Context: an optimization exercise on an open-source flow, tuned for small area, a short achievable clock period and few clock cycles per item. The choices shown serve that exercise and are no tape-out recipe. Where RTL was checked, it was by simulation tests only, not by an equivalence proof against the original. The RTL of runs 1, 2 and 4 was laid out without a check of its function. Power is estimated from default activity; no workload was simulated.

==> flow/design.v, too long to show whole: its modules and the start of the top module <==
// module fc_stage0: 1464 lines
// module fc_stage1: 459 lines
// module fc_stage2: 72 lines
// module fc_engine: 38 lines
// module layer_datapath: 29 lines
// module layer_sequencer: 73 lines
// module layer_top: 48 lines
module layer_top (
  input  logic  clk,
  input  logic  reset,
  input  logic  s_valid,
  output logic  s_ready,
  input  layer_pkg::data_t data_in,
  output logic  m_valid,
  input  logic  m_ready,
  output layer_pkg::data_t data_out
);
  // ...
==> flow/flow/run.sh <==
#!/bin/bash
# The standard layout, with one change to synthesis: Yosys's synth runs without its
# quick ABC pass (-noabc), so the adder tree reaches extract_fa as written and maps to
# full and half adder cells without inverters between them. The rest of synthesis
# (including the final ABC mapping) and every later step are the standard ones.
set -euo pipefail
cd "$(dirname "$0")/.."
sed '1s/yosys synth -nofsm -noshare /yosys synth -nofsm -noshare -noabc /' synth_recipe.tcl > noabc_synth.tcl
grep -q -- '-noabc' noabc_synth.tcl
sed "s#SYNTH_SCRIPT=[^ ]*#SYNTH_SCRIPT=$PWD/noabc_synth.tcl#" standard.sh > noabc_standard.sh
grep -q 'noabc_synth.tcl' noabc_standard.sh
bash noabc_standard.sh > flow_make.log 2>&1
test -f out/final.def
==> flow/standard.sh <==
#!/bin/bash
# synth_recipe.tcl (not shown) runs the flow's synth.tcl, then flattens the netlist and writes it again
# the make line also repeats each setting of config.mk as NAME=value (left out here)
make -C /OpenROAD-flow-scripts/flow DESIGN_CONFIG=/design/flow/config.mk WORK_HOME=/design/flow/orfs CLKGATE_MAP_FILE= SYNTH_SCRIPT=/design/flow/synth_recipe.tcl "${@:-finish}"
==> flow/config.mk <==
export PLATFORM = sky130hd
export DESIGN_NAME = layer_top
export DESIGN_NICKNAME = layer_top
export VERILOG_FILES = /design/flow/design.v
export SDC_FILE = /design/flow/constraint.sdc
export NUM_CORES = 4
export LEC_CHECK = 0
export CAP_MARGIN = 20
export CORE_MARGIN = 2
export CORE_UTILIZATION = 40
export PLACE_DENSITY = 0.6
export SLEW_MARGIN = 20
==> flow/constraint.sdc <==
create_clock -name core_clock -period 8.0 [get_ports {clk}]
set_input_delay 1.6000 -clock core_clock [delete_from_list [all_inputs] [get_ports {clk}]]
set_output_delay 1.6000 -clock core_clock [all_outputs]
set_load 0.01 [all_outputs]
==> key figures, run 1 <==
Run status
  – Status: timing/DRC/antenna clean

Worst setup path
  – R2r setup slk: 4.16 ns
  – Crit path cell chain: nor3b_1 > nand2b_1 > buf_4 > inv_1 > ha_1 > buf_4 > inv_1 > nor2_1 > o21ai_0 > a21boi_0
  – Reg-to-reg critical path endpoint: i_datapath.i_engine.bc_q[90]
  – Crit path capture: i_datapath.i_engine.bc_q[90]
  – Worst path bufs/invs: 4

Placement
  – Post-DP Area: 35200 sq um
  – Dpl hpwl: 78.1 mm
  – Port-buffer cells: 36

Layout
  – Share of cells above drive strength 1: 6.42%
  – Number of non-clock buffers: 53
  – Final layout net count: 2920
  – Multi-input comb cells: 1734
  – Area Growth Syn to Fin: 10.1%
  – Clock buffer count: 91
  – NonClk Buf Share: 1.29%
  – Sequential cell count: 649
  – Max FFs per register: 158

Detailed routing
  – Drt total wl: 98.7 mm
  – Met2 routed WL: 47.1 mm

Power and ir drop
  – Seq group: 3.74 mW
  – Gate power share: 9.0%
  – Reg power frac: 47.4%

Synthesis
  – Synthesized area: 34200 sq um
  – Compound-Gate Fraction of Synth Area: 12.2%
  – Sequential fraction of the synthesis area: 47.2%
  – Number of enable flip-flop cells after synthesis: 316
  – Syn Nets: 3035
  – Top cells by area, synth: edfxtp_1 28%, fa_1 20%, dfxtp_1 19%

Timing
  – Post-Route Setup TNS: 0 ns
  – Worst Tran Pin Value: 1.12 ns
  – Final Cycle Share: 47.9%

Global route
  – Met1 Usage GRT: 29.8%
  – Tot GR Track Use: 22.7%

Floorplan
  – DIE AREA: 87900 sq um

CTS
  – Gates resized, CTS repair: 0
  – Worst-skew pair later-pin latency: 0.62 ns
==> run 2, diff against run 1 <==
==> flow/run.sh (new file) <==
#!/bin/bash
# synth_recipe.tcl (not shown) runs the flow's synth.tcl, then flattens the netlist and writes it again
# the make line also repeats each setting of config.mk as NAME=value (left out here)
make -C /OpenROAD-flow-scripts/flow DESIGN_CONFIG=/design/flow/config.mk WORK_HOME=/design/flow/orfs CLKGATE_MAP_FILE= SYNTH_SCRIPT=/design/flow/synth_recipe.tcl finish
removed: flow/flow/run.sh
removed: flow/standard.sh
==> key figures, run 2 <==
Placement
  – Routability cong.: 0.958
  – Dpl hpwl: 86.1 mm (+10%)
  – Port-buffer cells: 36 (unchanged)
  – Placed cell count: 4306
  – Dpl ws: 3.86 ns

Detailed routing
  – Via density: 5.63
  – Total number of vias: 25.0k
  – Iter 0 DRT Violations: 3287
  – DRT Pass-1 Iters: 9
  – DRC Markers: 0
  – Detail Route Antenna Nets: 0
  – Post-DR wirelength/cell: 25.7 um
  – Drt total wl: 114 mm (+16%)

Worst setup path
  – WS Path Type: reg -> reg
  – Crit path cell chain: inv_1 > o31a_1 > ha_4 > inv_1 > buf_4 > nor2_1 > nor3_1 > nor2_1 > o21ai_0 > o2bb2ai_1 > a221o_1
  – Crit path largest cell delay: 0.68 ns
  – Top delay family on crit path: buffers and inverters
  – CP Max Fanout: 57
  – CP Data Required Time: 8.52 ns
  – Worst Setup Start Kind: flop
  – WP data arrival: 4.40 ns
  – Critical Path Sink Type: flop
  – Slowest CP cell: ha_4
  – Worst path bufs/invs: 3 (-1)

Power and ir drop
  – Internal power: 5.86 mW
  – Gate power share: 8.7% (-0.3 points)
  – Max IR drop VDD: 0.153 mV
  – Reg power frac: 48.9% (+1.5 points)
  – Clock power share: 42.4%
  – Lkg Pwr: 15.5 nW
  – Cell Pwr Density: 191 nW/um^2
  – Sw Share: 23.8%
  – Switching power total: 1.83 mW

Global route
  – Largest net degree at the start of global routing: 88
  – GR Util met2: 36.6%
  – First-pass GRT wire length: 170 mm
  – Tot GR Track Use: 24.3% (+1.5 points)
  – Met1 Usage GRT: 31.7% (+1.8 points)
  – Vias in the first global route: 25.5k
  – Met3 GRT Util: 4.82%
  – Antenna violations before repair: 4
  – Global route total overflow: 0
  – Layer with the highest usage: met2

CTS
  – Worst-skew pair later-pin latency: 0.64 ns (+0.02 ns)
  – Htree depth: 3
  – Num CTS Buffers: 71
  – Worst-path clk slew: 0.06 ns
  – Post-CTS setup buffers: 0
  – CTS tree: built
  – CTS Buffer Depth: 3
  – Clk sinks: 649
  – Root Driver: clkbuf_16
  – Gates resized, CTS repair: 0 (unchanged)
  – Hold Buf Count CTS: 0

Worst hold path
  – Hold Path Class: reg -> reg

Synthesis
  – Sequential fraction of the synthesis area: 43.5% (-3.7 points)
  – Syn Nets: 3687 (+21%)
  – Most numerous cell in the Yosys netlist: a22oi_1
  – Mapped Cells: 3296
  – Number of enable flip-flop cells after synthesis: 316 (unchanged)
  – Yosys warning total: 4
  – Post-synth cell types: 71
  – Most common library cells after synthesis: 390 x a22oi_1, 334 x fa_1, 333 x dfxtp_1
  – Synth Register Bits: 649
  – Post-synthesis average cell area: 11.3 sq um
  – Synthesized area: 37100 sq um (+8.4%)
  – Top cells by area, synth: edfxtp_1 26%, fa_1 18%, dfxtp_1 18%
  – Most used DFF post-synth: dfxtp_1
  – Cell type with the largest total area after synthesis: edfxtp_1
  – Post-synth top area share: 25.6%
  – Ys async rst share: 0%

Layout
  – Most common cell after layout, fill and taps aside: a22oi_1
  – Finished Layout Cells: 4435
  – Final layout net count: 3527 (+21%)
  – Share of cells above drive strength 1: 4.61% (-1.8 points)
  – Most frequent cells in the layout: 390 x a22oi_1, 334 x fa_1, 331 x dfxtp_1
  – Fill cells: 8544
  – Biggest register: i_datapath.i_engine.r1_q
  – Max FFs per register: 158 (unchanged)
  – Area Growth Syn to Fin: 8.76%
  – Largest registers: i_datapath.i_engine.r1_q x158, i_datapath.x_cur x128, i_datapath.x_next x128

Timing
  – Final Hold Vio Count: 0
  – Slew headroom: 27.1%
  – Worst hold slack: 0.349 ns
  – Final setup viols: 0
  – Post-Route Setup TNS: 0 ns (unchanged)
  – Max frequency: 258 MHz
  – Final Cycle Share: 48.5% (+0.60 points)
  – Final setup margin: 4.12 ns
  – Clk_skew: 0.0327 ns
  – RSZ-0062 raised after global routing: false
  – Min Tclk post-route: 3.88 ns
  – Worst Tran Pin Value: 1.09 ns (-0.0278 ns)
  – Max-slew violations: 0

Floorplan
  – Rows: 111
  – IO Pins: 38
  – DIE AREA: 95200 sq um (+8.3%)
  – Core footprint: 91800 sq um
  – Die height: 309 um
  – Die width: 309 um
  – Initial Utilization: 40.4%

Run
  – Max-cap viol count: 0

Run status
  – Status: timing/DRC/antenna clean
-- run 2: changes by cell type in the layout (fill, tap and decap cells not counted), sizes merged, moves of 16 or more --
cell,delta
nand2,+37
inv,+307
a22oi,+16
o21ai,+63
nor2,+53
xnor2,-207
xor2,+211
a21oi,+71
-- run 2: metal layers --
metal,part of all wire [%],wire [um]
met5,0.011,13
met4,7.5,8600
met2,44,50200
met1,40,45300
met3,8.7,9890
-- run 2: logic make-up (layout without fill, tap and decap cells) --
group / Yosys count / after routing / synth area share, %
AO/OA/AOI/OAI: 784 / 784 / 14.6
XOR/XNOR: 494 / 494 / 11.7
adder cells (fa/ha/maj): 371 / 371 / 19.3
buffers and inverters: 614 / 509 / 6.39
flip-flops: 649 / 649 / 43.5
multiplexers: 8 / 8 / 0.219
other: 1 / 2 / 0.0101
AND/OR/NAND/NOR: 375 / 375 / 4.31
-- run 2: worst paths after layout --
| kind | startpoint | endpoint | slack [ns] | cells after the start |
|---|---|---|---|---|
| worst max-delay path | i_sequencer.pend[2] | i_datapath.i_engine.bc_q[70] | 4.12 | 11 |
| worst min-delay path | i_datapath.i_engine.bc_q[97] | i_datapath.i_engine.r1_q[9] | 0.35 | 0 |
| worst max register to register | i_sequencer.pend[2] | i_datapath.i_engine.bc_q[70] | 4.12 | 11 |
| worst min register to register | i_datapath.i_engine.bc_q[97] | i_datapath.i_engine.r1_q[9] | 0.35 | 0 |
-- run 2: power groups by stage --
stage               Clock [mW]  Combinational, mW  Sequential, mW
finish                    3.26              0.665            3.76
global route              3.46              0.757            3.77
global placement             0              0.670            3.83
CTS                       3.34              0.680            3.76
floorplan                    0              0.470            3.80
detailed placement           0              0.677            3.83
-- run 2: through the flow --
step           instance area, sq um  utilization [%]  power [mW]
6_report                      40400             44.0        7.69
5_1_grt                       40400             44.0        7.99
4_1_cts                       40400             44.0        7.78
3_5_place_dp                  38100             41.5        4.51
3_3_place_gp                  38100             41.5        4.50
2_1_floorplan                 37100                -        4.27
-- run 2: layout make-up --
| cell class | instances | area [sq um] | share of cell area [%] |
|---|---|---|---|
| multi-input cells | 2033 | 18600 | 46.1 |
| clock inverters | 32 | 275 | 0.682 |
| inverters | 327 | 1230 | 3.06 |
| diodes | 1 | 2.50 | 0.00620 |
| well taps | 1243 | 1560 | 3.85 |
| repair buffers | 54 | 495 | 1.23 |
| clock buffers | 96 | 2040 | 5.04 |
| flip-flops and latches | 649 | 16200 | 40.0 |
==> module fc_engine, before the edit <==
module fc_engine (
  input  logic         clk,
  input  logic [127:0] x,        
  input  logic [3:0]   j,        
  input  logic         issue,    
  output logic [15:0]  y
);
  logic [3:0]      jn;
  logic [111:0] bc_d, bc_q;
  logic [157:0] r1_d, r1_q;
  logic [47:0] r2_d, r2_q;
  assign jn = j + {3'b000, issue};
  assign bc_d =
    ({112{jn == 4'd0}} & 112'h01a5a4db4ea86346015181015a45) |
    ({112{jn == 4'd1}} & 112'h010924d271a4836d006a31256580) |
    ({112{jn == 4'd2}} & 112'h0164b8d070588c0020126da450ae) |
    ({112{jn == 4'd3}} & 112'h0154b49c86a68596c0e58e428368) |
    ({112{jn == 4'd4}} & 112'h002d20524954628600e228000248) |
    ({112{jn == 4'd5}} & 112'h01a1429a0dc1618d140a29c46208) |
    ({112{jn == 4'd6}} & 112'h0196085031a1654da56206c46a49) |
    ({112{jn == 4'd7}} & 112'h0130028a86205370b70381aada0e) |
    ({112{jn == 4'd8}} & 112'h00c92692a924dc71c86406caea05) |
    ({112{jn == 4'd9}} & 112'h01b5156a0e001b80a09a29cae58e) |
    ({112{jn == 4'd10}} & 112'h00ff06eb81a09a1500e268c01045) |
    ({112{jn == 4'd11}} & 112'h011b201208c4000ea7034e20e380) |
    ({112{jn == 4'd12}} & 112'h0128030c01228056b4828520eb6d) |
    ({112{jn == 4'd13}} & 112'h00fda45169405200555229a05256) |
    ({112{jn == 4'd14}} & 112'h00e1c8624e54d006a7024ea31c00) |
    ({112{jn == 4'd15}} & 112'h00f8200431b6d049a30195008356);
  always_ff @(posedge clk) begin
    bc_q <= bc_d;
    r1_q <= r1_d;
    r2_q <= r2_d;
  end
  fc_stage0 i_stage0 (.x(x), .bc(bc_q), .r(r1_d));
  fc_stage1 i_stage1 (.r(r1_q), .q(r2_d));
  fc_stage2 i_stage2 (.r(r2_q), .y(y));
endmodule
==> module layer_sequencer, before the edit <==
module layer_sequencer (
  input  logic       clk,
  input  logic       reset,
  input  logic       s_valid,
  output logic       s_ready,
  input  logic       m_ready,
  output logic       m_valid,
  output logic       in_xfer,    
  output logic       x_load,     
  output logic [3:0] out_j,      
  output logic       issue,      
  output logic       out_en,     
  output logic       out_fifo,   
  output logic [2:0] fifo_wr,    
  output logic [2:0] fifo_rd     
);
  localparam int DEPTH = 2;      
  localparam int CREDITS = 4;    
  logic [3:0]       in_cnt;      
  logic             busy;        
  logic [DEPTH-1:0] pv;          
  logic [2:0]       pend;        
  logic [2:0]       wr_ptr;      
  logic [1:0]       fifo_cnt;    
  logic             y_valid;     
  logic             out_xfer;
  logic             push;
  assign issue    = busy && (pend != 3'(CREDITS));
  assign y_valid  = pv[DEPTH-1];
  assign out_xfer = m_valid && m_ready;
  assign out_en   = !m_valid || m_ready;
  assign out_fifo = (fifo_cnt != 2'd0);
  assign push     = y_valid && !(out_en && !out_fifo);    
  assign fifo_wr  = push ? wr_ptr : 3'b000;
  assign in_xfer = s_valid && s_ready;
  assign x_load  = in_cnt[3] && (!busy || (issue && out_j == 4'd15));
  always_ff @(posedge clk) begin
    if (reset) begin
      in_cnt   <= '0;
      s_ready  <= 1'b1;
      busy     <= 1'b0;
      out_j    <= '0;
      pv       <= '0;
      pend     <= '0;
      wr_ptr   <= 3'b001;
      fifo_rd  <= 3'b001;
      fifo_cnt <= '0;
      m_valid  <= 1'b0;
    end else begin
      if (x_load) begin
        in_cnt  <= {3'b000, in_xfer};
        s_ready <= 1'b1;
      end else if (in_xfer) begin
        in_cnt  <= in_cnt + 1'b1;
        s_ready <= (in_cnt != 4'd7);
      end
      if (issue) begin
        out_j <= out_j + 1'b1;
        if (out_j == 4'd15) busy <= 1'b0;
      end
      if (x_load) begin
        busy  <= 1'b1;
        out_j <= '0;
      end
      pv   <= {pv[DEPTH-2:0], issue};
      pend <= pend + {2'b00, issue} - {2'b00, out_xfer};
      if (push) wr_ptr <= {wr_ptr[1:0], wr_ptr[2]};
      if (out_en && out_fifo) fifo_rd <= {fifo_rd[1:0], fifo_rd[2]};
      fifo_cnt <= fifo_cnt + {1'b0, push} - {1'b0, out_en && out_fifo};
      if (out_en) m_valid <= out_fifo || y_valid;
    end
  end
endmodule
==> run 3, diff against run 2 <==
--- a/flow/design.v
+++ b/flow/design.v
@@ -2167,28 +2167,42 @@
   input  logic         issue,    
   output logic [15:0]  y
 );
-  logic [3:0]      jn;
   logic [111:0] bc_d, bc_q;
   logic [157:0] r1_d, r1_q;
   logic [47:0] r2_d, r2_q;
-  assign jn = j + {3'b000, issue};
   assign bc_d =
-    ({112{jn == 4'd0}} & 112'h01a5a4db4ea86346015181015a45) |
-    ({112{jn == 4'd1}} & 112'h010924d271a4836d006a31256580) |
-    ({112{jn == 4'd2}} & 112'h0164b8d070588c0020126da450ae) |
-    ({112{jn == 4'd3}} & 112'h0154b49c86a68596c0e58e428368) |
-    ({112{jn == 4'd4}} & 112'h002d20524954628600e228000248) |
-    ({112{jn == 4'd5}} & 112'h01a1429a0dc1618d140a29c46208) |
-    ({112{jn == 4'd6}} & 112'h0196085031a1654da56206c46a49) |
-    ({112{jn == 4'd7}} & 112'h0130028a86205370b70381aada0e) |
-    ({112{jn == 4'd8}} & 112'h00c92692a924dc71c86406caea05) |
-    ({112{jn == 4'd9}} & 112'h01b5156a0e001b80a09a29cae58e) |
-    ({112{jn == 4'd10}} & 112'h00ff06eb81a09a1500e268c01045) |
-    ({112{jn == 4'd11}} & 112'h011b201208c4000ea7034e20e380) |
-    ({112{jn == 4'd12}} & 112'h0128030c01228056b4828520eb6d) |
-    ({112{jn == 4'd13}} & 112'h00fda45169405200555229a05256) |
-    ({112{jn == 4'd14}} & 112'h00e1c8624e54d006a7024ea31c00) |
-    ({112{jn == 4'd15}} & 112'h00f8200431b6d049a30195008356);
+    ({112{{issue, j} == 5'd0}} & 112'h01a5a4db4ea86346015181015a45) |
+    ({112{{issue, j} == 5'd1}} & 112'h010924d271a4836d006a31256580) |
+    ({112{{issue, j} == 5'd2}} & 112'h0164b8d070588c0020126da450ae) |
+    ({112{{issue, j} == 5'd3}} & 112'h0154b49c86a68596c0e58e428368) |
+    ({112{{issue, j} == 5'd4}} & 112'h002d20524954628600e228000248) |
+    ({112{{issue, j} == 5'd5}} & 112'h01a1429a0dc1618d140a29c46208) |
+    ({112{{issue, j} == 5'd6}} & 112'h0196085031a1654da56206c46a49) |
+    ({112{{issue, j} == 5'd7}} & 112'h0130028a86205370b70381aada0e) |
+    ({112{{issue, j} == 5'd8}} & 112'h00c92692a924dc71c86406caea05) |
+    ({112{{issue, j} == 5'd9}} & 112'h01b5156a0e001b80a09a29cae58e) |
+    ({112{{issue, j} == 5'd10}} & 112'h00ff06eb81a09a1500e268c01045) |
+    ({112{{issue, j} == 5'd11}} & 112'h011b201208c4000ea7034e20e380) |
+    ({112{{issue, j} == 5'd12}} & 112'h0128030c01228056b4828520eb6d) |
+    ({112{{issue, j} == 5'd13}} & 112'h00fda45169405200555229a05256) |
+    ({112{{issue, j} == 5'd14}} & 112'h00e1c8624e54d006a7024ea31c00) |
+    ({112{{issue, j} == 5'd15}} & 112'h00f8200431b6d049a30195008356) |
+    ({112{{issue, j} == 5'd16}} & 112'h010924d271a4836d006a31256580) |
+    ({112{{issue, j} == 5'd17}} & 112'h0164b8d070588c0020126da450ae) |
+    ({112{{issue, j} == 5'd18}} & 112'h0154b49c86a68596c0e58e428368) |
+    ({112{{issue, j} == 5'd19}} & 112'h002d20524954628600e228000248) |
+    ({112{{issue, j} == 5'd20}} & 112'h01a1429a0dc1618d140a29c46208) |
+    ({112{{issue, j} == 5'd21}} & 112'h0196085031a1654da56206c46a49) |
+    ({112{{issue, j} == 5'd22}} & 112'h0130028a86205370b70381aada0e) |
+    ({112{{issue, j} == 5'd23}} & 112'h00c92692a924dc71c86406caea05) |
+    ({112{{issue, j} == 5'd24}} & 112'h01b5156a0e001b80a09a29cae58e) |
+    ({112{{issue, j} == 5'd25}} & 112'h00ff06eb81a09a1500e268c01045) |
+    ({112{{issue, j} == 5'd26}} & 112'h011b201208c4000ea7034e20e380) |
+    ({112{{issue, j} == 5'd27}} & 112'h0128030c01228056b4828520eb6d) |
+    ({112{{issue, j} == 5'd28}} & 112'h00fda45169405200555229a05256) |
+    ({112{{issue, j} == 5'd29}} & 112'h00e1c8624e54d006a7024ea31c00) |
+    ({112{{issue, j} == 5'd30}} & 112'h00f8200431b6d049a30195008356) |
+    ({112{{issue, j} == 5'd31}} & 112'h01a5a4db4ea86346015181015a45);
   always_ff @(posedge clk) begin
     bc_q <= bc_d;
     r1_q <= r1_d;
@@ -2256,15 +2270,18 @@
   logic             y_valid;     
   logic             out_xfer;
   logic             push;
-  assign issue    = busy && (pend != 3'(CREDITS));
+  logic             busy_n;      
+  logic [2:0]       pend_n;      
   assign y_valid  = pv[DEPTH-1];
   assign out_xfer = m_valid && m_ready;
   assign out_en   = !m_valid || m_ready;
   assign out_fifo = (fifo_cnt != 2'd0);
   assign push     = y_valid && !(out_en && !out_fifo);    
-  assign fifo_wr  = push ? wr_ptr : 3'b000;
+  assign fifo_wr  = y_valid ? wr_ptr : 3'b000;
   assign in_xfer = s_valid && s_ready;
   assign x_load  = in_cnt[3] && (!busy || (issue && out_j == 4'd15));
+  assign busy_n  = x_load || (busy && !(issue && out_j == 4'd15));
+  assign pend_n  = pend + {2'b00, issue} - {2'b00, out_xfer};
   always_ff @(posedge clk) begin
     if (reset) begin
       in_cnt   <= '0;
@@ -2273,6 +2290,7 @@
       out_j    <= '0;
       pv       <= '0;
       pend     <= '0;
+      issue    <= 1'b0;
       wr_ptr   <= 3'b001;
       fifo_rd  <= 3'b001;
       fifo_cnt <= '0;
@@ -2285,16 +2303,12 @@
         in_cnt  <= in_cnt + 1'b1;
         s_ready <= (in_cnt != 4'd7);
       end
-      if (issue) begin
-        out_j <= out_j + 1'b1;
-        if (out_j == 4'd15) busy <= 1'b0;
-      end
-      if (x_load) begin
-        busy  <= 1'b1;
-        out_j <= '0;
-      end
-      pv   <= {pv[DEPTH-2:0], issue};
-      pend <= pend + {2'b00, issue} - {2'b00, out_xfer};
+      if (issue)  out_j <= out_j + 1'b1;
+      if (x_load) out_j <= '0;
+      busy  <= busy_n;
+      pend  <= pend_n;
+      issue <= busy_n && (pend_n != 3'(CREDITS));
+      pv    <= {pv[DEPTH-2:0], issue};
       if (push) wr_ptr <= {wr_ptr[1:0], wr_ptr[2]};
       if (out_en && out_fifo) fifo_rd <= {fifo_rd[1:0], fifo_rd[2]};
       fifo_cnt <= fifo_cnt + {1'b0, push} - {1'b0, out_en && out_fifo};
==> flow/flow/run.sh (new file) <==
#!/bin/bash
# The standard layout, with one change to synthesis: Yosys's synth runs without its
# quick ABC pass (-noabc), so the adder tree reaches extract_fa as written and maps to
# full and half adder cells without inverters between them. The rest of synthesis
# (including the final ABC mapping) and every later step are the standard ones.
set -euo pipefail
cd "$(dirname "$0")/.."
sed '1s/yosys synth -nofsm -noshare /yosys synth -nofsm -noshare -noabc /' synth_recipe.tcl > noabc_synth.tcl
grep -q -- '-noabc' noabc_synth.tcl
sed "s#SYNTH_SCRIPT=[^ ]*#SYNTH_SCRIPT=$PWD/noabc_synth.tcl#" standard.sh > noabc_standard.sh
grep -q 'noabc_synth.tcl' noabc_standard.sh
bash noabc_standard.sh > flow_make.log 2>&1
test -f out/final.def
==> flow/standard.sh (new file) <==
#!/bin/bash
# synth_recipe.tcl (not shown) runs the flow's synth.tcl, then flattens the netlist and writes it again
# the make line also repeats each setting of config.mk as NAME=value (left out here)
make -C /OpenROAD-flow-scripts/flow DESIGN_CONFIG=/design/flow/config.mk WORK_HOME=/design/flow/orfs CLKGATE_MAP_FILE= SYNTH_SCRIPT=/design/flow/synth_recipe.tcl "${@:-finish}"
removed: flow/run.sh
==> key figures, run 3 <==
Run status
  – Status: timing/DRC/antenna clean

CTS
  – Root Driver: clkbuf_16
  – Gates resized, CTS repair: 0 (unchanged)
  – Htree depth: 3 (unchanged)
  – Worst-skew pair later-pin latency: 0.63 ns (about the same)
  – Hold Buf Count CTS: 0 (unchanged)
  – CTS Buffer Depth: 3 (unchanged)
  – Post-CTS setup buffers: 0 (unchanged)
  – CTS tree: built
  – Num CTS Buffers: 70 (-1.4%)
  – Worst-path clk slew: 0.06 ns (about the same)
  – Clk sinks: 650 (+0.15%)

Worst setup path
  – Slowest CP cell: and2_4
  – WS Path Type: reg -> reg
  – CP Data Required Time: 8.24 ns (-0.28 ns)
  – Top delay family on crit path: buffers and inverters
  – CP Max Fanout: 67 (+18%)
  – Crit path largest cell delay: 0.80 ns (+0.12 ns)
  – Crit path cell chain: buf_4 > nand2_1 > o21ai_0 > and2_4 > buf_4
  – Top cell by count, worst path: buf_4
  – Worst Setup Start Kind: flop
  – Critical Path Sink Type: flop
  – WP data arrival: 3.86 ns (-0.54 ns)
  – Worst path bufs/invs: 2 (-1)

Global route
  – Vias in the first global route: 24.3k (-4.6%)
  – Global route total overflow: 0 (unchanged)
  – Largest net degree at the start of global routing: 87 (-1.1%)
  – Tot GR Track Use: 26.6% (+2.3 points)
  – First-pass GRT wire length: 174 mm (+2.6%)
  – Antenna violations before repair: 3 (-1)

Synthesis
  – Cell type with the largest total area after synthesis: edfxtp_1
  – Synthesized area: 35600 sq um (-4.1%)
  – Yosys warning total: 4 (unchanged)
  – Most numerous cell in the Yosys netlist: xnor2_1
  – Most common library cells after synthesis: 459 x xnor2_1, 378 x a22oi_1, 334 x dfxtp_1, 334 x fa_1, 316 x edfxtp_1
  – Top cells by area, synth: edfxtp_1 27%, dfxtp_1 19%, fa_1 19%
  – Sequential fraction of the synthesis area: 45.4% (+1.9 points)
  – Post-synthesis average cell area: 12.3 sq um (+9.3%)
  – Synth Register Bits: 650 (+0.15%)
  – Number of enable flip-flop cells after synthesis: 316 (unchanged)
  – Ys async rst share: 0% (unchanged)
  – Post-synth top area share: 26.7% (+1.1 points)
  – Most used DFF post-synth: dfxtp_1
  – Syn Nets: 3287 (-11%)
  – Post-synth cell types: 77 (+8.5%)
  – Mapped Cells: 2893 (-12%)

Layout
  – Most frequent cells in the layout: 459 x xnor2_1, 378 x a22oi_1, 334 x fa_1
  – Final instance area: 38900 sq um (-3.6%)
  – Largest registers: i_datapath.i_engine.r1_q x158, i_datapath.x_cur x128, i_datapath.x_next x128
  – Max FFs per register: 158 (unchanged)
  – Finished Layout Cells: 3983 (-10%)
  – Most common cell after layout, fill and taps aside: xnor2_1
  – Final layout net count: 3157 (-10%)
  – Share of cells above drive strength 1: 5.96% (+1.4 points)
  – Biggest register: i_datapath.i_engine.r1_q
  – Fill cells: 8032 (-6.0%)
  – Area Growth Syn to Fin: 9.26%
  – ANT cells: 0 (-1)

Timing
  – Max frequency: 276 MHz (+7.2%)
  – Min Tclk post-route: 3.62 ns (-0.262 ns)
  – RSZ-0062 raised after global routing: false
  – Max-slew violations: 0 (unchanged)
  – Worst Tran Pin Value: 1.27 ns (+0.175 ns)
  – Clk_skew: 0.0385 ns (+0.00578 ns)
  – Final setup viols: 0 (unchanged)
  – Final Hold Vio Count: 0 (unchanged)
  – Final Cycle Share: 45.3% (-3.3 points)
  – Post-Route Setup TNS: 0 ns (unchanged)
  – Slew headroom: 15.5% (-12 points)

Worst hold path
  – Hold Path Class: reg -> reg

Power and ir drop
  – Switching power total: 1.89 mW (+3.6%)
  – Cell Pwr Density: 201 nW/um^2 (+5.6%)
  – Reg power frac: 48.3% (-0.6 points)
  – Internal power: 5.93 mW (+1.2%)
  – Lkg Pwr: 13.9 nW (-11%)
  – Gate power share: 10.2% (+1.5 points)
  – Max IR drop VDD: 0.209 mV (+36%)
  – Total power: 7.83 mW (+1.7%)
  – Clock power share: 41.5% (-0.9 points)
  – Sw Share: 24.2% (+0.43 points)

Floorplan
  – Rows: 109 (-1.8%)
  – Die height: 302 um (-2.0%)
  – Die width: 302 um (-2.0%)
  – DIE AREA: 91400 sq um (-4.0%)
  – Initial Utilization: 40.3% (-0.083 points)
  – Core footprint: 88200 sq um (-3.9%)
  – IO Pins: 38 (unchanged)

Placement
  – Routability cong.: 1.00 (+4.6%)
  – Dpl hpwl: 93.0 mm (+8.1%)
  – Post-DP Area: 36600 sq um (-3.9%)
  – Placed cell count: 3856 (-10%)
  – Port-buffer cells: 36 (unchanged)

Detailed routing
  – Total number of vias: 24.0k (-4.0%)
  – Iter 0 DRT Violations: 3518 (+7.0%)
  – Detail Route Antenna Nets: 0 (unchanged)
  – Drt total wl: 121 mm (+5.9%)
  – Via density: 6.01 (+6.9%)
  – Post-DR wirelength/cell: 30.3 um (+18%)
  – DRT Pass-1 Iters: 8 (-1)
  – DRC Markers: 0 (unchanged)

Run
  – Max-cap viol count: 0 (unchanged)
run 3: cell count changes after synthesis, moves of 27 or more:
cell	previous run	this run
inv_1	325	21
xor2_1	238	26
buf_1	53	88
a21oi_1	117	90
clkbuf_1	195	137
xnor2_1	254	459
run 3: per-stage QoR:
step	setup WS (ns)	utilization [%]	hold slack [ns]
after floorplan	3.01	-	0.310
after global placement	3.90	41.4	0.321
after detailed placement	3.94	41.4	0.319
after CTS	4.39	44.1	0.340
after global routing	4.13	44.1	0.350
final	4.38	44.1	0.337
run 3: power by group through the flow:
stage	sequential, mW	combinational, mW	clock (mW)
after floorplan	3.81	0.565	0
after global placement	3.85	0.778	0
after detailed placement	3.86	0.800	0
after CTS	3.78	0.803	3.32
after global routing	3.79	0.886	3.45
final	3.78	0.794	3.25
run 3: layout make-up:
class	count	area, sq um	area share, %
clock buffer	101	2080	5.34
timing repair buffer	62	556	1.43
clock inverter	26	255	0.656
sequential	650	16200	41.6
inverter	23	91.3	0.235
tap	1165	1460	3.75
multi-input combinational	1956	18300	47.0
run 3: worst paths after layout:
path / cells past startpoint / slack (ns) / end / start
setup / recovery: 5 / 4.38 / i_datapath.x_cur[118] / i_sequencer.issue
hold / removal: 0 / 0.34 / i_datapath.i_engine.r1_q[9] / i_datapath.i_engine.bc_q[97]
setup reg to reg: 5 / 4.38 / i_datapath.x_cur[118] / i_sequencer.issue
hold reg to reg: 0 / 0.34 / i_datapath.i_engine.r1_q[9] / i_datapath.i_engine.bc_q[97]
run 3: routing by layer:
layer	GRT usage, %	vias up	wire length, um
li1	-	9975	-
met1	36.1	12172	49200
met2	40.5	1528	53600
met3	5.28	282	11200
met4	13.8	0	6790
met5	0	-	0
run 3: logic make-up after synthesis:
family	after synthesis	share of synthesized area, %
flops	650	45.4
compound gates	706	14.1
mux	7	0.197
buf+inv	287	3.22
simple gates	383	4.94
fa+ha+maj	374	20.2
xor+xnor	485	11.9
other cells	1	0.0105
Testbench counts of run 3, summed over its fixed seeds: cycles 3,168, vectors 192.
==> module layer_datapath, before the edit <==
module layer_datapath (
  input  logic            clk,
  input  logic            in_xfer,    
  input  layer_pkg::data_t data_in,
  input  logic            x_load,     
  input  logic [3:0]      out_j,      
  input  logic            issue,      
  input  logic            out_en,     
  input  logic            out_fifo,   
  input  logic [2:0]      fifo_wr,    
  input  logic [2:0]      fifo_rd,    
  output layer_pkg::data_t data_out
);
  logic [127:0] x_next;    
  logic [127:0] x_cur;     
  layer_pkg::data_t y;
  layer_pkg::data_t fifo [3];
  layer_pkg::data_t head;
  assign head = ({16{fifo_rd[0]}} & fifo[0]) | ({16{fifo_rd[1]}} & fifo[1]) | ({16{fifo_rd[2]}} & fifo[2]);
  always_ff @(posedge clk) begin
    if (in_xfer) x_next <= {data_in, x_next[127:16]};
    if (x_load)  x_cur  <= x_next;
    for (int i = 0; i < 3; i++) begin
      if (fifo_wr[i]) fifo[i] <= y;
    end
    if (out_en)  data_out <= out_fifo ? head : y;
  end
  fc_engine i_engine (.clk(clk), .x(x_cur), .j(out_j), .issue(issue), .y(y));
endmodule
==> module layer_top, before the edit <==
module layer_top (
  input  logic  clk,
  input  logic  reset,
  input  logic  s_valid,
  output logic  s_ready,
  input  layer_pkg::data_t data_in,
  output logic  m_valid,
  input  logic  m_ready,
  output layer_pkg::data_t data_out
);
  logic       in_xfer;     
  logic       x_load;      
  logic [3:0] out_j;       
  logic       issue;       
  logic       out_en;      
  logic       out_fifo;    
  logic [2:0] fifo_wr;     
  logic [2:0] fifo_rd;     
  layer_sequencer i_sequencer (
    .clk      (clk),
    .reset    (reset),
    .s_valid  (s_valid),
    .s_ready  (s_ready),
    .m_ready  (m_ready),
    .m_valid  (m_valid),
    .in_xfer  (in_xfer),
    .x_load   (x_load),
    .out_j    (out_j),
    .issue    (issue),
    .out_en   (out_en),
    .out_fifo (out_fifo),
    .fifo_wr  (fifo_wr),
    .fifo_rd  (fifo_rd)
  );
  layer_datapath i_datapath (
    .clk      (clk),
    .in_xfer  (in_xfer),
    .data_in  (data_in),
    .x_load   (x_load),
    .out_j    (out_j),
    .issue    (issue),
    .out_en   (out_en),
    .out_fifo (out_fifo),
    .fifo_wr  (fifo_wr),
    .fifo_rd  (fifo_rd),
    .data_out (data_out)
  );
endmodule
==> run 4, diff against run 3 <==
--- a/flow/design.v
+++ b/flow/design.v
@@ -2163,46 +2163,32 @@
 module fc_engine (
   input  logic         clk,
   input  logic [127:0] x,        
-  input  logic [3:0]   j,        
+  input  logic [15:0]  j,        
   input  logic         issue,    
   output logic [15:0]  y
 );
   logic [111:0] bc_d, bc_q;
   logic [157:0] r1_d, r1_q;
   logic [47:0] r2_d, r2_q;
+  logic [15:0] jn;
+  assign jn = issue ? {j[14:0], j[15]} : j;
   assign bc_d =
-    ({112{{issue, j} == 5'd0}} & 112'h01a5a4db4ea86346015181015a45) |
-    ({112{{issue, j} == 5'd1}} & 112'h010924d271a4836d006a31256580) |
-    ({112{{issue, j} == 5'd2}} & 112'h0164b8d070588c0020126da450ae) |
-    ({112{{issue, j} == 5'd3}} & 112'h0154b49c86a68596c0e58e428368) |
-    ({112{{issue, j} == 5'd4}} & 112'h002d20524954628600e228000248) |
-    ({112{{issue, j} == 5'd5}} & 112'h01a1429a0dc1618d140a29c46208) |
-    ({112{{issue, j} == 5'd6}} & 112'h0196085031a1654da56206c46a49) |
-    ({112{{issue, j} == 5'd7}} & 112'h0130028a86205370b70381aada0e) |
-    ({112{{issue, j} == 5'd8}} & 112'h00c92692a924dc71c86406caea05) |
-    ({112{{issue, j} == 5'd9}} & 112'h01b5156a0e001b80a09a29cae58e) |
-    ({112{{issue, j} == 5'd10}} & 112'h00ff06eb81a09a1500e268c01045) |
-    ({112{{issue, j} == 5'd11}} & 112'h011b201208c4000ea7034e20e380) |
-    ({112{{issue, j} == 5'd12}} & 112'h0128030c01228056b4828520eb6d) |
-    ({112{{issue, j} == 5'd13}} & 112'h00fda45169405200555229a05256) |
-    ({112{{issue, j} == 5'd14}} & 112'h00e1c8624e54d006a7024ea31c00) |
-    ({112{{issue, j} == 5'd15}} & 112'h00f8200431b6d049a30195008356) |
-    ({112{{issue, j} == 5'd16}} & 112'h010924d271a4836d006a31256580) |
-    ({112{{issue, j} == 5'd17}} & 112'h0164b8d070588c0020126da450ae) |
-    ({112{{issue, j} == 5'd18}} & 112'h0154b49c86a68596c0e58e428368) |
-    ({112{{issue, j} == 5'd19}} & 112'h002d20524954628600e228000248) |
-    ({112{{issue, j} == 5'd20}} & 112'h01a1429a0dc1618d140a29c46208) |
-    ({112{{issue, j} == 5'd21}} & 112'h0196085031a1654da56206c46a49) |
-    ({112{{issue, j} == 5'd22}} & 112'h0130028a86205370b70381aada0e) |
-    ({112{{issue, j} == 5'd23}} & 112'h00c92692a924dc71c86406caea05) |
-    ({112{{issue, j} == 5'd24}} & 112'h01b5156a0e001b80a09a29cae58e) |
-    ({112{{issue, j} == 5'd25}} & 112'h00ff06eb81a09a1500e268c01045) |
-    ({112{{issue, j} == 5'd26}} & 112'h011b201208c4000ea7034e20e380) |
-    ({112{{issue, j} == 5'd27}} & 112'h0128030c01228056b4828520eb6d) |
-    ({112{{issue, j} == 5'd28}} & 112'h00fda45169405200555229a05256) |
-    ({112{{issue, j} == 5'd29}} & 112'h00e1c8624e54d006a7024ea31c00) |
-    ({112{{issue, j} == 5'd30}} & 112'h00f8200431b6d049a30195008356) |
-    ({112{{issue, j} == 5'd31}} & 112'h01a5a4db4ea86346015181015a45);
+    ({112{jn[0]}} & 112'h01a5a4db4ea86346015181015a45) |
+    ({112{jn[1]}} & 112'h010924d271a4836d006a31256580) |
+    ({112{jn[2]}} & 112'h0164b8d070588c0020126da450ae) |
+    ({112{jn[3]}} & 112'h0154b49c86a68596c0e58e428368) |
+    ({112{jn[4]}} & 112'h002d20524954628600e228000248) |
+    ({112{jn[5]}} & 112'h01a1429a0dc1618d140a29c46208) |
+    ({112{jn[6]}} & 112'h0196085031a1654da56206c46a49) |
+    ({112{jn[7]}} & 112'h0130028a86205370b70381aada0e) |
+    ({112{jn[8]}} & 112'h00c92692a924dc71c86406caea05) |
+    ({112{jn[9]}} & 112'h01b5156a0e001b80a09a29cae58e) |
+    ({112{jn[10]}} & 112'h00ff06eb81a09a1500e268c01045) |
+    ({112{jn[11]}} & 112'h011b201208c4000ea7034e20e380) |
+    ({112{jn[12]}} & 112'h0128030c01228056b4828520eb6d) |
+    ({112{jn[13]}} & 112'h00fda45169405200555229a05256) |
+    ({112{jn[14]}} & 112'h00e1c8624e54d006a7024ea31c00) |
+    ({112{jn[15]}} & 112'h00f8200431b6d049a30195008356);
   always_ff @(posedge clk) begin
     bc_q <= bc_d;
     r1_q <= r1_d;
@@ -2213,29 +2199,34 @@
   fc_stage2 i_stage2 (.r(r2_q), .y(y));
 endmodule
 `timescale 1ns/10ps
-module layer_datapath (
+module layer_datapath #(
+  parameter int NF = 4                 
+) (
   input  logic            clk,
   input  logic            in_xfer,    
   input  layer_pkg::data_t data_in,
   input  logic            x_load,     
-  input  logic [3:0]      out_j,      
+  input  logic [15:0]     out_j,      
   input  logic            issue,      
   input  logic            out_en,     
   input  logic            out_fifo,   
-  input  logic [2:0]      fifo_wr,    
-  input  logic [2:0]      fifo_rd,    
+  input  logic [NF-1:0]   fifo_wr,    
+  input  logic [NF-1:0]   fifo_rd,    
   output layer_pkg::data_t data_out
 );
   logic [127:0] x_next;    
   logic [127:0] x_cur;     
   layer_pkg::data_t y;
-  layer_pkg::data_t fifo [3];
+  layer_pkg::data_t fifo [NF];
   layer_pkg::data_t head;
-  assign head = ({16{fifo_rd[0]}} & fifo[0]) | ({16{fifo_rd[1]}} & fifo[1]) | ({16{fifo_rd[2]}} & fifo[2]);
+  always_comb begin
+    head = '0;
+    for (int i = 0; i < NF; i++) head = head | ({16{fifo_rd[i]}} & fifo[i]);
+  end
   always_ff @(posedge clk) begin
     if (in_xfer) x_next <= {data_in, x_next[127:16]};
     if (x_load)  x_cur  <= x_next;
-    for (int i = 0; i < 3; i++) begin
+    for (int i = 0; i < NF; i++) begin
       if (fifo_wr[i]) fifo[i] <= y;
     end
     if (out_en)  data_out <= out_fifo ? head : y;
@@ -2243,7 +2234,10 @@
   fc_engine i_engine (.clk(clk), .x(x_cur), .j(out_j), .issue(issue), .y(y));
 endmodule
 `timescale 1ns/10ps
-module layer_sequencer (
+module layer_sequencer #(
+  parameter int DEPTH = 3,      
+  parameter int NF    = 4       
+) (
   input  logic       clk,
   input  logic       reset,
   input  logic       s_valid,
@@ -2252,66 +2246,77 @@
   output logic       m_valid,
   output logic       in_xfer,    
   output logic       x_load,     
-  output logic [3:0] out_j,      
+  output logic [15:0] out_j,     
   output logic       issue,      
   output logic       out_en,     
   output logic       out_fifo,   
-  output logic [2:0] fifo_wr,    
-  output logic [2:0] fifo_rd     
+  output logic [NF-1:0] fifo_wr,   
+  output logic [NF-1:0] fifo_rd    
 );
-  localparam int DEPTH = 2;      
-  localparam int CREDITS = 4;    
-  logic [3:0]       in_cnt;      
-  logic             busy;        
-  logic [DEPTH-1:0] pv;          
-  logic [2:0]       pend;        
-  logic [2:0]       wr_ptr;      
-  logic [1:0]       fifo_cnt;    
-  logic             y_valid;     
-  logic             out_xfer;
-  logic             push;
-  logic             busy_n;      
-  logic [2:0]       pend_n;      
+  localparam int CREDITS = NF + 1;    
+  logic [7:0]         in_cnt;    
+  logic               busy;      
+  logic [DEPTH-1:0]   pv;        
+  logic [CREDITS-1:0] pend;      
+  logic [NF-1:0]      wr_ptr;    
+  logic [NF-1:0]      fifo_cnt;  
+  logic               y_valid;   
+  logic               out_xfer;
+  logic               push;
+  logic               pop;
+  logic               last;      
+  logic [7:0]         in_cnt_n;
+  logic               busy_n;
+  logic [15:0]        out_j_n;
+  logic [CREDITS-1:0] pend_n;
+  logic               issue_n;
   assign y_valid  = pv[DEPTH-1];
   assign out_xfer = m_valid && m_ready;
   assign out_en   = !m_valid || m_ready;
-  assign out_fifo = (fifo_cnt != 2'd0);
+  assign out_fifo = fifo_cnt[0];
+  assign pop      = out_en && out_fifo;
   assign push     = y_valid && !(out_en && !out_fifo);    
-  assign fifo_wr  = y_valid ? wr_ptr : 3'b000;
-  assign in_xfer = s_valid && s_ready;
-  assign x_load  = in_cnt[3] && (!busy || (issue && out_j == 4'd15));
-  assign busy_n  = x_load || (busy && !(issue && out_j == 4'd15));
-  assign pend_n  = pend + {2'b00, issue} - {2'b00, out_xfer};
+  assign fifo_wr  = y_valid ? wr_ptr : '0;
+  assign in_xfer  = s_valid && s_ready;
+  assign last     = issue && out_j[15];
+  always_comb begin
+    in_cnt_n = in_cnt;
+    if (x_load)       in_cnt_n = {7'b0000000, in_xfer};
+    else if (in_xfer) in_cnt_n = {in_cnt[6:0], 1'b1};
+    busy_n  = x_load || (busy && !last);
+    out_j_n = x_load ? 16'h0001 : (issue ? {out_j[14:0], out_j[15]} : out_j);
+    pend_n  = pend;
+    if (issue && !out_xfer)      pend_n = {pend[CREDITS-2:0], 1'b1};
+    else if (!issue && out_xfer) pend_n = {1'b0, pend[CREDITS-1:1]};
+    issue_n = busy_n && !pend_n[CREDITS-1];
+  end
   always_ff @(posedge clk) begin
     if (reset) begin
       in_cnt   <= '0;
       s_ready  <= 1'b1;
       busy     <= 1'b0;
-      out_j    <= '0;
+      out_j    <= 16'h0001;
       pv       <= '0;
       pend     <= '0;
       issue    <= 1'b0;
-      wr_ptr   <= 3'b001;
-      fifo_rd  <= 3'b001;
+      x_load   <= 1'b0;
+      wr_ptr   <= NF'(1);
+      fifo_rd  <= NF'(1);
       fifo_cnt <= '0;
       m_valid  <= 1'b0;
     end else begin
-      if (x_load) begin
-        in_cnt  <= {3'b000, in_xfer};
-        s_ready <= 1'b1;
-      end else if (in_xfer) begin
-        in_cnt  <= in_cnt + 1'b1;
-        s_ready <= (in_cnt != 4'd7);
-      end
-      if (issue)  out_j <= out_j + 1'b1;
-      if (x_load) out_j <= '0;
-      busy  <= busy_n;
-      pend  <= pend_n;
-      issue <= busy_n && (pend_n != 3'(CREDITS));
-      pv    <= {pv[DEPTH-2:0], issue};
-      if (push) wr_ptr <= {wr_ptr[1:0], wr_ptr[2]};
-      if (out_en && out_fifo) fifo_rd <= {fifo_rd[1:0], fifo_rd[2]};
-      fifo_cnt <= fifo_cnt + {1'b0, push} - {1'b0, out_en && out_fifo};
+      in_cnt  <= in_cnt_n;
+      s_ready <= !in_cnt_n[7];
+      busy    <= busy_n;
+      out_j   <= out_j_n;
+      pend    <= pend_n;
+      issue   <= issue_n;
+      x_load  <= in_cnt_n[7] && (!busy_n || (issue_n && out_j_n[15]));
+      pv      <= {pv[DEPTH-2:0], issue};
+      if (push) wr_ptr  <= {wr_ptr[NF-2:0], wr_ptr[NF-1]};
+      if (pop)  fifo_rd <= {fifo_rd[NF-2:0], fifo_rd[NF-1]};
+      if (push && !pop)      fifo_cnt <= {fifo_cnt[NF-2:0], 1'b1};
+      else if (!push && pop) fifo_cnt <= {1'b0, fifo_cnt[NF-1:1]};
       if (out_en) m_valid <= out_fifo || y_valid;
     end
   end
@@ -2329,13 +2334,15 @@
 );
   logic       in_xfer;     
   logic       x_load;      
-  logic [3:0] out_j;       
+  logic [15:0] out_j;      
   logic       issue;       
   logic       out_en;      
   logic       out_fifo;    
-  logic [2:0] fifo_wr;     
-  logic [2:0] fifo_rd;     
-  layer_sequencer i_sequencer (
+  localparam int DEPTH = 2;   
+  localparam int NF = DEPTH + 1;
+  logic [NF-1:0] fifo_wr;  
+  logic [NF-1:0] fifo_rd;  
+  layer_sequencer #(.DEPTH(DEPTH), .NF(NF)) i_sequencer (
     .clk      (clk),
     .reset    (reset),
     .s_valid  (s_valid),
@@ -2351,7 +2358,7 @@
     .fifo_wr  (fifo_wr),
     .fifo_rd  (fifo_rd)
   );
-  layer_datapath i_datapath (
+  layer_datapath #(.NF(NF)) i_datapath (
     .clk      (clk),
     .in_xfer  (in_xfer),
     .data_in  (data_in),
==> flow/flow/run.sh (replaced) <==
#!/bin/bash
# The standard layout with two changes:
# - Yosys's synth runs without its quick ABC pass (-noabc), so the adder tree reaches
#   extract_fa as written and maps to full and half adder cells without inverters
#   between them. The rest of synthesis (including the final ABC mapping) is standard.
# - The port buffers are buf_2 cells instead of the delay cells buffer_ports picks.
# Every other step is the standard one. Each tool's output is in flow_make.log and in
# ORFS's own logs under orfs/logs.
set -euo pipefail
cd "$(dirname "$0")/.."
sed '1s/yosys synth -nofsm -noshare /yosys synth -nofsm -noshare -noabc /' synth_recipe.tcl > noabc_synth.tcl
grep -q -- '-noabc' noabc_synth.tcl
sed "s#SYNTH_SCRIPT=[^ ]*#SYNTH_SCRIPT=$PWD/noabc_synth.tcl 'BUFFER_PORTS_ARGS=-buffer_cell sky130_fd_sc_hd__buf_2'#" standard.sh > noabc_standard.sh
grep -q 'noabc_synth.tcl' noabc_standard.sh
bash noabc_standard.sh > flow_make.log 2>&1
test -f out/final.def
--- a/flow/config.mk
+++ b/flow/config.mk
@@ -9,4 +9,5 @@
 export CORE_MARGIN = 2
 export CORE_UTILIZATION = 40
 export PLACE_DENSITY = 0.6
+export SETUP_SLACK_MARGIN = 5
 export SLEW_MARGIN = 20
==> key figures, run 4 <==
Run status
  – Status: timing/DRC/antenna clean

Detailed routing
  – Detail Route Antenna Nets: 0 (unchanged)
  – Total number of vias: 21.2k (-12%)
  – Drt total wl: 109 mm (-10%)
  – DRT Pass-1 Iters: 6 (-2)
  – DRC Markers: 0 (unchanged)
  – Post-DR wirelength/cell: 29.1 um (-4.0%)
  – Iter 0 DRT Violations: 2454 (-30%)
  – Via density: 5.68 (-5.6%)

Synthesis
  – Sequential fraction of the synthesis area: 48.2% (+2.8 points)
  – Yosys warning total: 4 (unchanged)
  – XOR/XNOR Fraction of Synth Area: 12.2% (+0.27 points)
  – Post-synth cell types: 57 (-26%)
  – Cell type with the largest total area after synthesis: edfxtp_1
  – Number of enable flip-flop cells after synthesis: 316 (unchanged)
  – Synth Area in Adders: 20.6% (+0.40 points)
  – Syn Nets: 2972 (-9.6%)
  – Largest family of logic cells by synthesized area: adder cells
  – Synth Register Bits: 669 (+2.9%)
  – Synth Area in Simple Gates: 4.35% (-0.60 points)
  – Most numerous cell in the Yosys netlist: xnor2_1
  – Ys async rst share: 0% (unchanged)
  – Most used DFF post-synth: dfxtp_1
  – Mapped Cells: 2587 (-11%)
  – Compound-Gate Fraction of Synth Area: 11.0% (-3.1 points)
  – Mux cell area share after synthesis: 0.795% (+0.60 points)
  – Post-synthesis average cell area: 13.3 sq um (+7.8%)
  – Top cells by area, synth: edfxtp_1 28%, dfxtp_1 21%, fa_1 19%
  – Synthesized area: 34300 sq um (-3.6%)
  – Most common library cells after synthesis: 456 x xnor2_1, 375 x a22oi_1, 353 x dfxtp_1
  – Post-synth top area share: 27.6% (+0.99 points)

Floorplan
  – DIE AREA: 88200 sq um (-3.5%)
  – Rows: 107 (-1.8%)
  – IO Pins: 38 (unchanged)
  – Initial Utilization: 40.3% (about the same)
  – Die width: 297 um (-1.8%)
  – Die height: 297 um (-1.8%)
  – Core footprint: 85100 sq um (-3.5%)

Global route
  – Vias in the first global route: 21.8k (-11%)
  – Tot GR Track Use: 24.5% (-2.1 points)
  – Largest net degree at the start of global routing: 65 (-25%)
  – First-pass GRT wire length: 157 mm (-10%)
  – Antenna violations before repair: 3 (unchanged)
  – Global route total overflow: 0 (unchanged)

CTS
  – Hold Buf Count CTS: 0 (unchanged)
  – CTS Buffer Depth: 3 (unchanged)
  – Clk sinks: 669 (+2.9%)
  – Num CTS Buffers: 73 (+4.3%)
  – CTS tree: built
  – Worst-path clk slew: 0.06 ns (about the same)
  – Root Driver: clkbuf_16
  – Htree depth: 3 (unchanged)
  – Worst-skew pair later-pin latency: 0.64 ns (about the same)

Layout
  – Most frequent cells in the layout: 453 x xnor2_1, 375 x a22oi_1, 332 x fa_1
  – Register area: 16600 sq um (+2.6%)
  – Fill cells: 7701 (-4.1%)
  – Final core occ: 44.8% (+0.67 points)
  – Largest registers: i_datapath.i_engine.r1_q x158, i_datapath.x_cur x128, i_datapath.x_next x128
  – Final instance area: 38100 sq um (-2.0%)
  – Final layout net count: 2905 (-8.0%)
  – Biggest register: i_datapath.i_engine.r1_q
  – Area Growth Syn to Fin: 11.0%
  – Max FFs per register: 158 (unchanged)
  – Most common cell after layout, fill and taps aside: xnor2_1
  – Share of cells above drive strength 1: 11.0% (+5.0 points)
  – Area occupied by multi-input gates: 16900 sq um (-7.4%)

Worst setup path
  – Top delay family on crit path: adder cells
  – R2r setup slk: 5.02 ns (+0.65 ns)
  – Slowest CP cell: dfxtp_1
  – WS Path Type: reg -> reg
  – Crit path largest cell delay: 0.78 ns (-0.02 ns)
  – R2R depth: 5 (unchanged)
  – Top cell by count, worst path: fa_1
  – WP data arrival: 3.48 ns (-0.38 ns)
  – CP Data Required Time: 8.51 ns (+0.27 ns)
  – R2r startpoint: i_datapath.i_engine.bc_q[39]
  – Worst path bufs/invs: 0 (-2)
  – Crit path cell chain: a22oi_1 > xnor2_1 > fa_1 > fa_1 > fa_1
  – CP Max Fanout: 14 (-79%)
  – Critical Path Sink Type: flop
  – Reg-to-reg critical path endpoint: i_datapath.i_engine.r1_q[97]
  – Worst Setup Start Kind: flop
  – CP Depth: 5 (unchanged)

Timing
  – RSZ-0062 raised after global routing: false
  – Worst hold slack: 0.338 ns (+0.000974 ns)
  – Slew headroom: 30.0% (+14 points)
  – Clk_skew: 0.0278 ns (-0.0107 ns)
  – Max frequency: 336 MHz (+22%)
  – Worst Tran Pin Value: 1.04 ns (-0.228 ns)
  – Final Cycle Share: 37.2% (-8.1 points)
  – Final Hold Vio Count: 0 (unchanged)
  – Min Tclk post-route: 2.98 ns (-0.645 ns)
  – Post-Route Setup TNS: 0 ns (unchanged)
  – Final setup viols: 0 (unchanged)
  – Max-slew violations: 0 (unchanged)

Power and ir drop
  – Max IR drop VDD: 0.142 mV (-32%)
  – Cell Pwr Density: 210 nW/um^2 (+4.3%)
  – Lkg Pwr: 13.8 nW (-0.58%)

Placement
  – Dpl hpwl: 82.9 mm (-11%)
  – Port-buffer cells: 36 (unchanged)
  – Routability cong.: 0.910 (-9.2%)
  – Post-DP Area: 35300 sq um (-3.6%)

Run
  – Max-cap viol count: 0 (unchanged)

Worst hold path
  – Hold Path Class: reg -> reg
  – Hold EP: i_datapath.i_engine.r1_q[0]
  – Hold Crit Depth: 0 (unchanged)
  – Hold_sp: i_datapath.i_engine.bc_q[96]
## run 4: cell types whose count changed in the layout (fill, tap and decap cells not counted), sizes merged, moves of 9 or more
cell,delta
clkdlybuf4s50,-36
nor2,-39
mux2i,+9
nand3,+10
or2,-15
nand2,-21
o31ai,+9
dfxtp,+19
a21oi,-60
o2111ai,-11
buf,+45
mux2,+10
o21ai,-84
nand4,+9
## run 4: layout make-up
| class | instances | share of cell area [%] |
|---|---|---|
| inverter | 18 | 0.187 |
| clock buffer | 101 | 5.46 |
| timing repair inverter | 2 | 0.0328 |
| multi-input combinational | 1683 | 44.4 |
| timing repair buffer | 73 | 1.42 |
| tap | 1144 | 3.76 |
| clock inverter | 35 | 1.11 |
| sequential | 669 | 43.6 |
| antenna | 3 | 0.0197 |
## run 4: how the worst max path moves through the flow
stage / startpoint / to / slack [ns]
after floorplan: s_valid / i_datapath.x_next[0] / 4.00
after global placement: s_valid / i_datapath.x_next[112] / 3.83
after detailed placement: s_valid / i_datapath.x_next[98] / 3.71
after CTS: i_datapath.i_engine.r2_q[3] / i_datapath.fifo[2][14] / 4.97
after global routing: i_datapath.i_engine.r2_q[3] / i_datapath.data_out[14] / 4.97
final: i_datapath.i_engine.bc_q[39] / i_datapath.i_engine.r1_q[97] / 5.02
## run 4: worst register-to-register path: cells and delay by family (launching register included)
family,cells,cell delay [ns]
AOI/OAI and AO/OA,1,0.19
xor gates and xnor gates,1,0.20
adders and majority gates,3,1.68
DFF,1,0.78
## run 4: what timing repair did
item,in CTS,in global routing
pin swaps,4,7
cloned,2,3
setup buffers,6,3
setup endpoints to repair,153,114
resized for setup,34,27
## run 4: metrics by stage
step / power [mW] / cells / setup slack (ns)
finish: 7.99 / 3728 / 5.02
global route: 8.24 / 3725 / 4.97
CTS: 7.99 / 3719 / 4.97
detailed placement: 4.42 / 3575 / 3.71
global placement: 4.40 / 3575 / 3.83
floorplan: 4.24 / 2587 / 4.00
## run 4: metal layers
| metal | track usage [%] | wire length (um) |
|---|---|---|
| met1 | 30.7 | 42100 |
| met2 | 39.7 | 51000 |
| met3 | 5.19 | 8730 |
| met4 | 13.2 | 6640 |
| met5 | 0 | 0 |
## run 4: cell families after synthesis
family          Yosys count
flops                   669
compound gates          491
xor+xnor                478
fa+ha+maj               365
simple gates            322
buf+inv                 235
mux                      26
other cells               1
## run 4: power by group
part	switching [mW]	total, mW	internal, mW
combinational	0.413	0.736	0.323
sequential	0.0542	3.79	3.74
clock	1.45	3.46	2.02
==> run 5, diff against run 4 <==
--- a/flow/design.v
+++ b/flow/design.v
@@ -2214,7 +2214,7 @@
   input  logic [NF-1:0]   fifo_rd,    
   output layer_pkg::data_t data_out
 );
-  logic [127:0] x_next;    
+  logic [111:0] x_next;    
   logic [127:0] x_cur;     
   layer_pkg::data_t y;
   layer_pkg::data_t fifo [NF];
@@ -2224,8 +2224,8 @@
     for (int i = 0; i < NF; i++) head = head | ({16{fifo_rd[i]}} & fifo[i]);
   end
   always_ff @(posedge clk) begin
-    if (in_xfer) x_next <= {data_in, x_next[127:16]};
-    if (x_load)  x_cur  <= x_next;
+    if (in_xfer) x_next <= {data_in, x_next[111:16]};
+    if (x_load)  x_cur  <= {data_in, x_next};
     for (int i = 0; i < NF; i++) begin
       if (fifo_wr[i]) fifo[i] <= y;
     end
@@ -2254,7 +2254,7 @@
   output logic [NF-1:0] fifo_rd    
 );
   localparam int CREDITS = NF + 1;    
-  logic [7:0]         in_cnt;    
+  logic [6:0]         in_cnt;    
   logic               busy;      
   logic [DEPTH-1:0]   pv;        
   logic [CREDITS-1:0] pend;      
@@ -2265,7 +2265,8 @@
   logic               push;
   logic               pop;
   logic               last;      
-  logic [7:0]         in_cnt_n;
+  logic [6:0]         in_cnt_n;
+  logic               free_n;    
   logic               busy_n;
   logic [15:0]        out_j_n;
   logic [CREDITS-1:0] pend_n;
@@ -2279,16 +2280,18 @@
   assign fifo_wr  = y_valid ? wr_ptr : '0;
   assign in_xfer  = s_valid && s_ready;
   assign last     = issue && out_j[15];
+  assign x_load   = in_xfer && in_cnt[6];
   always_comb begin
     in_cnt_n = in_cnt;
-    if (x_load)       in_cnt_n = {7'b0000000, in_xfer};
-    else if (in_xfer) in_cnt_n = {in_cnt[6:0], 1'b1};
+    if (x_load)       in_cnt_n = '0;
+    else if (in_xfer) in_cnt_n = {in_cnt[5:0], 1'b1};
     busy_n  = x_load || (busy && !last);
-    out_j_n = x_load ? 16'h0001 : (issue ? {out_j[14:0], out_j[15]} : out_j);
+    out_j_n = issue ? {out_j[14:0], out_j[15]} : out_j;    
     pend_n  = pend;
     if (issue && !out_xfer)      pend_n = {pend[CREDITS-2:0], 1'b1};
     else if (!issue && out_xfer) pend_n = {1'b0, pend[CREDITS-1:1]};
     issue_n = busy_n && !pend_n[CREDITS-1];
+    free_n  = !busy_n || (issue_n && out_j_n[15]);
   end
   always_ff @(posedge clk) begin
     if (reset) begin
@@ -2299,19 +2302,17 @@
       pv       <= '0;
       pend     <= '0;
       issue    <= 1'b0;
-      x_load   <= 1'b0;
       wr_ptr   <= NF'(1);
       fifo_rd  <= NF'(1);
       fifo_cnt <= '0;
       m_valid  <= 1'b0;
     end else begin
       in_cnt  <= in_cnt_n;
-      s_ready <= !in_cnt_n[7];
+      s_ready <= !in_cnt_n[6] || free_n;
       busy    <= busy_n;
       out_j   <= out_j_n;
       pend    <= pend_n;
       issue   <= issue_n;
-      x_load  <= in_cnt_n[7] && (!busy_n || (issue_n && out_j_n[15]));
       pv      <= {pv[DEPTH-2:0], issue};
       if (push) wr_ptr  <= {wr_ptr[NF-2:0], wr_ptr[NF-1]};
       if (pop)  fifo_rd <= {fifo_rd[NF-2:0], fifo_rd[NF-1]};
--- a/flow/config.mk
+++ b/flow/config.mk
@@ -8,6 +8,8 @@
 export CAP_MARGIN = 20
 export CORE_MARGIN = 2
 export CORE_UTILIZATION = 40
+export CTS_CLUSTER_DIAMETER = 120
+export CTS_CLUSTER_SIZE = 20
 export PLACE_DENSITY = 0.6
 export SETUP_SLACK_MARGIN = 5
 export SLEW_MARGIN = 20
==> key figures, run 5 <==
Power and ir drop
  – Max IR drop VDD: 0.136 mV (-4.3%)
  – Switching power total: 1.55 mW (-19%)
  – Cell Pwr Density: 178 nW/um^2 (-15%)
  – Sw Share: 24.3% (+0.32 points)
  – Total power: 6.37 mW (-20%)
  – Clock power share: 31.5% (-12 points)

Timing
  – Post-Route Setup TNS: 0 ns (unchanged)
  – Max frequency: 334 MHz (-0.51%)
  – Min Tclk post-route: 2.99 ns (+0.0152 ns)
  – RSZ-0062 raised after global routing: true
  – Max-slew violations: 0 (unchanged)
  – Slew headroom: 27.7% (-2.3 points)
  – Clk_skew: 0.0429 ns (+0.0151 ns)
  – Final Cycle Share: 37.4% (+0.19 points)
  – Final setup viols: 0 (unchanged)
  – Worst Tran Pin Value: 1.05 ns (+0.0150 ns)

Synthesis
  – Yosys warning total: 4 (unchanged)
  – Most used DFF post-synth: dfxtp_1
  – XOR/XNOR Fraction of Synth Area: 12.4% (+0.24 points)
  – Mapped Cells: 2560 (-1.0%)
  – Ys async rst share: 0% (unchanged)
  – Post-synth top area share: 26.8% (-0.83 points)
  – Top cells by area, synth: edfxtp_1 27%, dfxtp_1 21%, fa_1 20%
  – Syn Nets: 2945 (-0.91%)
  – Synth Register Bits: 651 (-2.7%)
  – Post-synth cell types: 57 (unchanged)
  – Most numerous cell in the Yosys netlist: xnor2_1
  – Post-synthesis average cell area: 13.1 sq um (-1.1%)
  – Mux cell area share after synthesis: 0.603% (-0.19 points)

Detailed routing
  – Post-DR wirelength/cell: 31.2 um (+7.2%)
  – Total number of vias: 21.1k (-0.17%)
  – Via density: 5.94 (+4.6%)
  – Drt total wl: 111 mm (+2.3%)
  – Detail Route Antenna Nets: 0 (unchanged)

Worst setup path
  – CP Data Required Time: 6.40 ns (-2.11 ns)
  – Crit path capture: s_ready
  – Worst Setup Start Kind: flop
  – Crit path cell chain: buf_2
  – Top delay family on crit path: flip-flops
  – R2R depth: 4 (-1)
  – R2r startpoint: i_datapath.i_engine.bc_q[47]
  – Crit path largest cell delay: 0.56 ns (-0.22 ns)
  – Slowest CP cell: dfxtp_1
  – Critical Path Sink Type: output port

CTS
  – CTS tree: built
  – Worst-skew pair later-pin latency: 0.62 ns (-0.02 ns)
  – Htree depth: 2 (-1)
  – Clk sinks: 651 (-2.7%)
  – Root Driver: clkbuf_16
  – Worst-path clk slew: 0.09 ns (+0.03 ns)
  – Num CTS Buffers: 38 (-48%)

Layout
  – Biggest register: i_datapath.i_engine.r1_q
  – Share of cells above drive strength 1: 8.76% (-2.2 points)
  – Most common cell after layout, fill and taps aside: xnor2_1
  – Most frequent cells in the layout: 456 x xnor2_1, 375 x a22oi_1, 332 x fa_1
  – Area Growth Syn to Fin: 6.78%

Global route
  – Tot GR Track Use: 25.7% (+1.2 points)
  – First-pass GRT wire length: 158 mm (+0.67%)
  – Antenna violations before repair: 3 (unchanged)
  – Global route total overflow: 0 (unchanged)
  – Vias in the first global route: 21.7k (-0.33%)

Run status
  – Status: timing/DRC/antenna clean

Run
  – Max-cap viol count: 0 (unchanged)

Floorplan
  – Die width: 294 um (-1.1%)
  – Core footprint: 83400 sq um (-2.0%)
  – Rows: 106 (-0.93%)
  – Die height: 294 um (-1.1%)

Placement
  – Dpl hpwl: 84.9 mm (+2.4%)
  – Routability cong.: 0.970 (+6.6%)
  – Port-buffer cells: 36 (unchanged)

Worst hold path
  – Hold Path Class: reg -> reg
## run 5: through the flow
stage	hold WS (ns)	instances	utilization (%)
floorplan	0.310	2560	-
global placement	0.315	3485	41.4
detailed placement	0.319	3486	41.4
CTS	0.335	3552	42.8
global route	0.344	3557	43.0
finish	0.337	3558	43.0
## run 5: power groups by stage
stage | registers [mW] | logic (mW) | clock network (mW)
2_1_floorplan | 3.77 | 0.378 | 0
3_3_place_gp | 3.77 | 0.526 | 0
3_5_place_dp | 3.77 | 0.563 | 0
4_1_cts | 3.70 | 0.613 | 2.06
5_1_grt | 3.71 | 0.741 | 2.17
6_report | 3.69 | 0.675 | 2.01
## run 5: cell families (layout without fill, tap and decap cells)
family	after synthesis	in the layout
flops	651	651
compound gates	488	488
xor+xnor	477	477
fa+ha+maj	365	365
simple gates	319	320
buf+inv	240	156
mux	19	19
other cells	1	2
## run 5: worst min-delay path by stage
stage                                       from                     endpoint  slack, ns
global route        i_datapath.i_engine.bc_q[96]  i_datapath.i_engine.r1_q[0]       0.34
CTS                 i_datapath.i_engine.bc_q[96]  i_datapath.i_engine.r1_q[0]       0.33
finish              i_datapath.i_engine.bc_q[96]  i_datapath.i_engine.r1_q[0]       0.34
detailed placement  i_datapath.i_engine.bc_q[96]  i_datapath.i_engine.r1_q[0]       0.32
floorplan           i_datapath.i_engine.bc_q[96]  i_datapath.i_engine.r1_q[0]       0.31
global placement    i_datapath.i_engine.bc_q[96]  i_datapath.i_engine.r1_q[0]       0.31
## run 5: cell type report
| class | instances | area [sq um] |
|---|---|---|
| antenna | 1 | 2.50 |
| sequential | 651 | 16100 |
| tap | 1080 | 1350 |
| clock buffer | 58 | 1030 |
| timing repair buffer | 76 | 499 |
| inverter | 18 | 75.1 |
| multi-input combinational | 1670 | 16700 |
| fill | 7561 | 47600 |
| clock inverter | 4 | 67.6 |
## run 5: layer usage
layer / vias to the layer above / track usage, % / wire [um]
met1: 10834 / 34.7 / 45200
met3: 291 / 5.43 / 10400
met5: - / 0 / 0
met2: 1271 / 39.2 / 49000
met4: 0 / 13.2 / 6480
li1: 8728 / - / -
## run 5: repair_timing
item | 4_1_cts | 5_1_grt
buffers inserted | 3 | 4
hold buffers | 0 | 0
pin swaps | 2 | 5
gates cloned | 1 | 1
gates resized for setup | 34 | 42
endpoints found under the setup margin | 271 | 155
Testbench counts of run 5, summed over its fixed seeds: cycles 3,160, vectors 192.

[re-timing with driven ports]
The results above use ideal ports. As a check the final layouts listed here were re-extracted and re-timed, cells and wires unchanged.
Step 1 sets driving cells, clkbuf_16 on the clock port and buf_2 on the other inputs (assumed; they add their load-dependent delay and slew).
Step 2, shift: input delay + t, output delay - t, t = (earliest + latest rising clock arrival at the registers) / 2. This alone moves slack from input paths to output paths.
a / b / c = no drivers / after step 1 / after step 2; a / b = the first two.
run	t (ns)	slack for setup (ns)	hold slack, ns
run 1	0.678	4.164 / 4.164 / 3.869	0.412 / 0.412 / 0.412
run 2	0.688	4.117 / 4.117 / 3.869	0.349 / 0.349 / 0.349
run 3	0.673	4.378 / 4.378 / 3.910	0.337 / 0.337 / 0.337
run 4	0.694	5.024 / 5.024 / 4.541	0.338 / 0.338 / 0.338
run 5	0.666	5.009 / 4.940 / 4.501	0.337 / 0.337 / 0.337
After both steps setup and hold are still met in every run listed. The setup slack of run 5, which loses most, moves by -0.069 ns with the drivers and by -0.508 ns with both steps.
